Source: an optimization exercise on an open RTL-to-GDS flow (aim: small area, a short achievable clock period and few clock cycles per item). Production flows keep margins and buffers that such runs may drop.
In this exercise RTL edits were held to simulation tests only and were not proved equivalent to the original.

--- flow/run.sh ---
#!/bin/bash
# synth_recipe.tcl (not shown) runs the flow's synth.tcl, then flattens the netlist and writes it again
# the make line also repeats each setting of config.mk as NAME=value (left out here)
make -C /OpenROAD-flow-scripts/flow DESIGN_CONFIG=/design/flow/config.mk WORK_HOME=/design/flow/orfs CLKGATE_MAP_FILE= SYNTH_SCRIPT=/design/flow/synth_recipe.tcl finish
--- flow/config.mk ---
export PLATFORM = sky130hd
export DESIGN_NAME = path_option_payoff
export DESIGN_NICKNAME = path_option_payoff
export VERILOG_FILES = /design/flow/design.v
export SDC_FILE = /design/flow/constraint.sdc
export NUM_CORES = 4
export LEC_CHECK = 0
export CAP_MARGIN = 20
export CORE_MARGIN = 2
export CORE_UTILIZATION = 40
export SLEW_MARGIN = 20
--- flow/constraint.sdc ---
create_clock -name core_clock -period 11.0 [get_ports {clk_i}]
set_input_delay 2.2000 -clock core_clock [delete_from_list [all_inputs] [get_ports {clk_i}]]
set_output_delay 2.2000 -clock core_clock [all_outputs]
set_load 0.01 [all_outputs]
--- flow/design.v ---
package pop_pkg;
  localparam int PriceW     = 32;
  localparam int DiscW      = 17;
  localparam int ModeW      = 2;
  localparam int CfgIdxW    = 2;
  localparam int CfgDataW   = 32;
  localparam int MaxPathLen = 1024;
  typedef enum logic [ModeW-1:0] {
    PopCall     = 2'd0,
    PopLookback = 2'd1,
    PopBarrier  = 2'd2,
    PopCompound = 2'd3
  } pop_mode_e;
  typedef enum logic [CfgIdxW-1:0] {
    RegPayoffMode     = 2'd0,
    RegStrikeLevel    = 2'd1,
    RegSecondLevel    = 2'd2,
    RegDiscountFactor = 2'd3
  } pop_reg_e;
  typedef enum logic [2:0] {
    StIdle,
    StLbMul,
    StLbSub,
    StDisc,
    StRound,
    StDivPrep,
    StDiv,
    StCmp
  } pop_state_e;
endpackage
module path_option_payoff #(
  parameter int MAX_PATH_LEN = pop_pkg::MaxPathLen
) (
  input  logic                       clk_i,
  input  logic                       rst_ni,
  input  logic                       sample_valid_i,
  output logic                       sample_ready_o,
  input  logic [pop_pkg::PriceW-1:0] sample_price_i,
  input  logic                       sample_last_i,
  output logic                       result_valid_o,
  input  logic                       result_ready_i,
  output logic [pop_pkg::PriceW-1:0] result_payoff_o,
  output logic                       result_crossed_o,
  input  logic                       cfg_valid_i,
  output logic                       cfg_ready_o,
  input  logic [pop_pkg::CfgIdxW-1:0] cfg_index_i,
  input  logic [pop_pkg::CfgDataW-1:0] cfg_data_i
);
  localparam int CntW = $clog2(MAX_PATH_LEN + 1);
  localparam int SumW = 32 + CntW;
  logic [1:0]  mode_q;
  logic [31:0] strike_q;
  logic [31:0] second_q;
  logic [16:0] disc_q;
  assign cfg_ready_o = 1'b1;
  always_ff @(posedge clk_i or negedge rst_ni) begin
    if (!rst_ni) begin
      mode_q   <= 2'd0;
      strike_q <= '0;
      second_q <= '0;
      disc_q   <= 17'd65536;
    end else if (cfg_valid_i) begin
      case (cfg_index_i)
        2'd0: mode_q   <= cfg_data_i[1:0];
        2'd1: strike_q <= cfg_data_i;
        2'd2: second_q <= cfg_data_i;
        default: disc_q <= cfg_data_i[16:0];
      endcase
    end
  end
  logic m_look, m_comp, m_bar;
  assign m_look = (mode_q == 2'd1);
  assign m_bar  = (mode_q == 2'd2);
  assign m_comp = (mode_q == 2'd3);
  typedef enum logic [2:0] {
    PIdle, PMul1, PSub, PMul2, PDiv, PDone
  } pst_e;
  pst_e        pst_q, pst_d;
  logic [3:0]  step_q;
  logic [31:0] xn_q;
  logic [31:0] b_q;
  logic        bx_q;
  logic [31:0] acc_q;
  logic        pcr_q;
  logic        post_idle;
  assign post_idle = (pst_q == PIdle) || ((pst_q == PDone) && result_ready_i);
  logic        rdy_q;
  logic [31:0] x_q;
  logic        v_q;
  logic        lst_q;
  logic        acc_s;
  assign sample_ready_o = rdy_q;
  assign acc_s = sample_valid_i && rdy_q;
  always_ff @(posedge clk_i) begin
    if (rdy_q) begin
      x_q   <= sample_price_i;
      lst_q <= sample_last_i;
    end
  end
  logic [31:0]     min_q;
  logic            cr_q;
  logic [SumW-1:0] sum_q;
  logic [CntW-1:0] cnt_q;
  logic            first_q;    
  logic            pend_q;     
  logic take, blk, proc;
  assign take = pend_q && post_idle;
  assign blk  = pend_q && !post_idle;
  assign proc = v_q && !blk;
  logic [32:0]     diff;
  logic            above;
  logic [31:0]     ex;
  logic            cnt_ok;
  logic [SumW-1:0] sum_base;
  logic [SumW-1:0] sum_add;
  always_comb begin
    diff     = {1'b0, x_q} - {1'b0, second_q};
    above    = !diff[32] && (diff[31:0] != '0);
    cnt_ok   = first_q || !cnt_q[CntW-1];
    ex       = (diff[32] || !cnt_ok) ? '0 : diff[31:0];
    sum_base = (first_q || !m_comp) ? '0 : sum_q;
    sum_add  = m_comp ? SumW'(ex) : SumW'(x_q);
  end
  always_ff @(posedge clk_i) begin
    if (proc) begin
      min_q <= (first_q || (x_q < min_q)) ? x_q : min_q;
      cr_q  <= (cr_q && !first_q) || above;
      sum_q <= sum_base + sum_add;
      cnt_q <= first_q ? CntW'(1) : (cnt_q + CntW'(!cnt_q[CntW-1]));
    end
  end
  logic pend_d, v_d, rdy_d;
  assign pend_d = (proc && lst_q) || (pend_q && !take);
  assign v_d    = acc_s || (v_q && blk);
  assign rdy_d  = !(v_d && pend_d && (pst_d != PIdle));
  always_ff @(posedge clk_i or negedge rst_ni) begin
    if (!rst_ni) begin
      rdy_q   <= 1'b1;
      v_q     <= 1'b0;
      first_q <= 1'b1;
      pend_q  <= 1'b0;
    end else begin
      rdy_q   <= rdy_d;
      v_q     <= v_d;
      pend_q  <= pend_d;
      if (proc) first_q <= lst_q;
    end
  end
  logic [31:0] mul_m;
  logic [3:0]  dig;
  logic [35:0] t;
  assign mul_m = (pst_q == PMul1) ? second_q : {15'd0, disc_q};
  assign dig   = b_q[3:0];
  assign t     = {4'd0, acc_q}
               + (dig[0] ? {4'd0, mul_m}        : 36'd0)
               + (dig[1] ? {3'd0, mul_m, 1'b0}  : 36'd0)
               + (dig[2] ? {2'd0, mul_m, 2'b0}  : 36'd0)
               + (dig[3] ? {1'd0, mul_m, 3'b0}  : 36'd0);
  logic [31:0] mul_res;
  assign mul_res = t[20] ? '1 : {t[19:0], b_q[31:20]};
  logic [10:0] dv;
  logic [9:0]  r0, r1, r2, r3;
  logic [2:0]  qb;
  logic [10:0] s1, s2, s3;
  logic [11:0] d1, d2, d3;
  assign dv = xn_q[10:0];
  always_comb begin
    r0 = acc_q[9:0];
    s1 = {r0, b_q[31]};
    d1 = {1'b0, s1} - {1'b0, dv};
    qb[2] = !d1[11];
    r1 = qb[2] ? d1[9:0] : s1[9:0];
    s2 = {r1, b_q[30]};
    d2 = {1'b0, s2} - {1'b0, dv};
    qb[1] = !d2[11];
    r2 = qb[1] ? d2[9:0] : s2[9:0];
    s3 = {r2, b_q[29]};
    d3 = {1'b0, s3} - {1'b0, dv};
    qb[0] = !d3[11];
    r3 = qb[0] ? d3[9:0] : s3[9:0];
  end
  logic [31:0] sa, sb;
  logic        scin;
  logic        szero;
  logic [32:0] sd;
  logic [31:0] sres;
  always_comb begin
    if (m_comp) begin
      sa    = strike_q;
      sb    = b_q;
      scin  = bx_q;
      szero = 1'b0;
    end else if (m_look) begin
      sa    = xn_q;
      sb    = {acc_q[15:0], b_q[31:16]};
      scin  = 1'b0;
      szero = (acc_q[31:16] != '0);
    end else begin
      sa    = xn_q;
      sb    = strike_q;
      scin  = 1'b0;
      szero = m_bar && pcr_q;
    end
    sd   = {1'b0, sa} - {1'b0, sb} - 33'(scin);
    sres = (sd[32] || szero) ? '0 : sd[31:0];
  end
  logic last_step;
  assign last_step = (pst_q == PDiv) ? (step_q == 4'd10) : (step_q == 4'd7);
  always_comb begin
    pst_d = pst_q;
    case (pst_q)
      PIdle, PDone: begin
        if (pst_q == PDone && result_ready_i) pst_d = PIdle;
        if (take) pst_d = m_look ? PMul1 : (m_comp ? PDiv : PSub);
      end
      PMul1:   if (last_step) pst_d = PSub;
      PSub:    pst_d = m_comp ? PDone : PMul2;
      PMul2:   if (last_step) pst_d = PDone;
      PDiv:    if (last_step) pst_d = PSub;
      default: pst_d = PIdle;
    endcase
  end
  always_ff @(posedge clk_i or negedge rst_ni) begin
    if (!rst_ni) begin
      pst_q  <= PIdle;
      step_q <= '0;
    end else begin
      pst_q  <= pst_d;
      if (pst_d != pst_q) step_q <= '0;
      else                step_q <= step_q + 4'd1;
    end
  end
  always_ff @(posedge clk_i) begin
    if (take) begin
      pcr_q <= cr_q;
      xn_q  <= m_comp ? {21'd0, cnt_q} : sum_q[31:0];
      b_q   <= m_comp ? sum_q[31:0] : min_q;
      bx_q  <= 1'b0;
      acc_q <= m_comp ? {22'd0, sum_q[SumW-1:32]} : 32'h0000_7FFF;
    end else begin
      case (pst_q)
        PMul1: begin
          acc_q <= t[35:4];
          b_q   <= {t[3:0], b_q[31:4]};
        end
        PMul2: begin
          acc_q <= t[35:4];
          b_q   <= {t[3:0], b_q[31:4]};
          if (last_step) xn_q <= mul_res;
        end
        PSub: begin
          if (m_comp) begin
            xn_q <= sres;
          end else begin
            b_q   <= sres;
            acc_q <= 32'h0000_8000;
          end
        end
        PDiv: begin
          acc_q[9:0] <= r3;
          {b_q, bx_q} <= {b_q[28:0], bx_q, qb};
        end
        default: ;
      endcase
    end
  end
  assign result_valid_o   = (pst_q == PDone);
  assign result_payoff_o  = xn_q;
  assign result_crossed_o = pcr_q;
endmodule
==> out/results.ini <==
[run_status]
status = no timing/DRC/antenna violations

[grt]
overflow = 0
grt_pass1_vias = 22586
grt_pass1_wl_um = 147000
grt.total_usage_pct = 28.1
antenna_found_initial = 10
grt_max_degree = 70

[timing]
worstMarginPinSlew_ps = 1100
slew_headroom_pct = 25.9
rsz0062_at_grt = false
whs_ps = 450
setup_tns_ps = 0
drv_slew = 0
fin_skew_ps = 45.2
setup_violations = 0
fin_ws_ps = 2880
final-hold-violation-count = 0
period_share_pct = 73.8
fmax_mhz = 123
period_needed_ps = 8120

[floorplanning]
dieArea_um2 = 70100
design.core.area_um2 = 67300
chipWidth_um = 265
ioPinCount = 108
initial_utilization_pct = 40.4
num_rows = 95
die_h_um = 265

[setup_path]
critPathMaxStageDelay_ps = 630
crit_type = reg2reg
critPathSlowestCell = o41ai_1
required_ps = 11300
worstSetupEndpointType = flip-flop
arrival_ps = 8420
cp_max_fo = 13
r2r_slack_ps = 2880
cp-start-kind = flip-flop

[clock_network]
cts_buffers = 41
ctsResizeCount = 0
cts_tree = yes
clockBufferDepth = 3
clk_pin_slew_ps = 60
numClockSinks = 312
holdBufCountCts = 0
htreeDepth = 2
post_cts_buffers = 0
ctsRootBufferMaster = clkbuf_16
clkLatencyLatePin_ps = 600

[cells_and_area]
final_nets = 3376
fillers = 6428
fin_area_um2 = 30600
drive_gt1_share_pct = 8.75
area_growth_syn_to_layout_pct = 12.4
multi_input_area_um2 = 16900
seq_area_um2 = 8890

[synth]
synth_edf_count = 217
yosysWarnings = 1
synth_top_cell_by_area = edfxtp_1
seq_area_frac_synth_pct = 32.7
synth_ff_type = edfxtp_1
synthTopCellsByArea = edfxtp_1 (24%), ha_1 (11%), dfrtp_1 (8.4%)
synth_area_per_cell_um2 = 9.35
synth_cells = 2909
ys_types = 92
synth.top_cell.area_share_pct = 24.0
syn_nets = 3312
synth_seq_cells = 312
ys_async_sr_fraction_pct = 30.1
synth_area_um2 = 27200

[routing]
post_drt_wl_per_cell_um = 25.6
viasPerCell = 6.01
finalWirelength_um = 99100
drt-initial-drc-count = 2402
postRouteAntennaNets = 0
drc = 0
dr.pass1.iters = 6
vias = 23300

[worst_hold_path]
holdCritPathClass = reg2reg

[placement]
dp_hpwl_um = 78200
gp_congestion = 1.01
portBuffers = 106
dpl_cell_area_um2 = 29200
pre_cts_ws_ps = 3140

[run]
max_cap_viol_count = 0

[cell usage after synthesis, drive strengths merged (23+ instances only)]
master	instances
xnor2	83
xor2	48
a31oi	36
clkbuf	86
nand2b	23
fa	100
nand4	23
nand2	336
nor2	187
buf	30
and3	83
mux2	113
inv	257
and2	39
a221oi	35
a21o	68
o21a	28
nor3	32
o21ai	123
dfrtp	91
ha	231
nor2b	32
nand3	43
edfxtp	217
mux2i	83
a21oi	209
a22o	23
[logic make-up after synthesis]
kind of cell | after synthesis | synth area share [%]
and+or+nand+nor | 873 | 15.2
AOI/OAI and AO/OA | 691 | 16.8
DFF | 312 | 32.7
other | 1 | 0.0138
xor gates and xnor gates | 131 | 4.22
adders and majority gates | 331 | 18.0
buffers and inverters | 374 | 5.31
muxes | 196 | 7.74
[layer usage]
| layer | global-route usage, % | share of wire (%) | vias up |
|---|---|---|---|
| met3 | 4.75 | 8.2 | 183 |
| met2 | 44.7 | 45 | 990 |
| li1 | - | - | 10575 |
| met4 | 9.94 | 3.7 | 6 |
| met1 | 38.6 | 43 | 11546 |
| met5 | 0 | 0.073 | - |
[path summary, 6_finish.rpt]
path,startpoint,endpoint,depth (start not counted)
max in group asynchronous,rst_ni,mode_q[1]$_DFFE_PN0P_,2
hold reg to reg,cr_q$_DFFE_PP_,pcr_q$_DFFE_PP_,0
setup reg to reg,xn_q[1]$_DFFE_PP_,acc_q[4]$_DFFE_PP_,30
hold / removal,cr_q$_DFFE_PP_,pcr_q$_DFFE_PP_,0
setup / recovery,xn_q[1]$_DFFE_PP_,acc_q[4]$_DFFE_PP_,30
min in group asynchronous,rst_ni,step_q[2]$_DFF_PN0_,1
[through the flow]
stage / util (%) / cells
floorplan: - / 2909
global placement: 43.3 / 3802
detailed placement: 43.3 / 3802
CTS: 45.4 / 3877
global route: 45.4 / 3880
finish: 45.4 / 3880
[final cells by class]
| class | instances | area share, % |
|---|---|---|
| multi-input cells | 2223 | 55.4 |
| inverters | 258 | 3.17 |
| clock buffers | 58 | 3.83 |
| well taps | 873 | 3.57 |
| clock inverters | 17 | 0.667 |
| flip-flops and latches | 312 | 29.1 |
| diodes | 2 | 0.0164 |
| repair buffers | 137 | 4.29 |
[worst max-delay path: cells and delay by family (launching register included)]
family,cells,cell delay (ps)
adders and majority gates,3,890
AOI/OAI and AO/OA,17,4220
DFF,1,400
buffers and inverters,3,720
and+or+nand+nor,5,940
muxes,2,690
[flip-flops by register name (all words and copies together) (netlist names), 2 cells and up]
| register | cells |
|---|---|
| xn_q | 32 |
| second_q | 32 |
| x_q | 32 |
| acc_q | 32 |
| min_q | 32 |
| disc_q | 17 |
| pst_q | 3 |
| step_q | 4 |
| strike_q | 32 |
| b_q | 32 |
| sum_q | 43 |
| mode_q | 2 |
| cnt_q | 11 |
[cell usage in the layout (no fill, tap or decap), types with 27 or more instances in the layout]
cell / synthesis / layout
mux2i_1: 83 / 83
buf_4: 2 / 31
dfrtp_1: 91 / 89
inv_1: 257 / 255
ha_1: 231 / 231
nor2b_1: 32 / 32
nor3_1: 31 / 31
clkdlybuf4s50_1: 0 / 105
a21oi_1: 206 / 205
fa_1: 100 / 100
xor2_1: 48 / 48
edfxtp_1: 217 / 217
nand3_1: 43 / 43
nor2_1: 186 / 184
and2_1: 38 / 37
o21a_1: 27 / 27
a21o_1: 68 / 68
xnor2_1: 83 / 83
and3_1: 83 / 83
nand2_1: 336 / 335
clkbuf_16: 0 / 41
a31oi_1: 36 / 35
o21ai_0: 117 / 115
a221oi_1: 34 / 34
mux2_2: 113 / 113
Testbench counts, summed over its fixed seeds: cycles 68,925, paths 2,560.

## port drivers added, routing unchanged
How much do the figures lean on ideal ports? The routed layout below was timed once more, with nothing changed but the port constraints. Step 1, drivers: a clkbuf_16 drives clk_i and a buf_2 each remaining input, both assumed. Step 2 adds t to the input delays and takes it off the output delays; t is the mean of the earliest and latest rising clock arrival at the registers after step 1. Input paths then give back, and output paths get back, about the clock's delay inside the block. Three values: no drivers, after step 1, after step 2; two values: the first two.
t, ns: 0.651
slack for setup (ns): 2.878 / 2.878 / 2.878
worst data-port slew with drivers (ns): 0.13
After both steps setup and hold are still met in this run. The setup slack of this run moves by 0.000 ns with the drivers and by 0.000 ns with both steps.
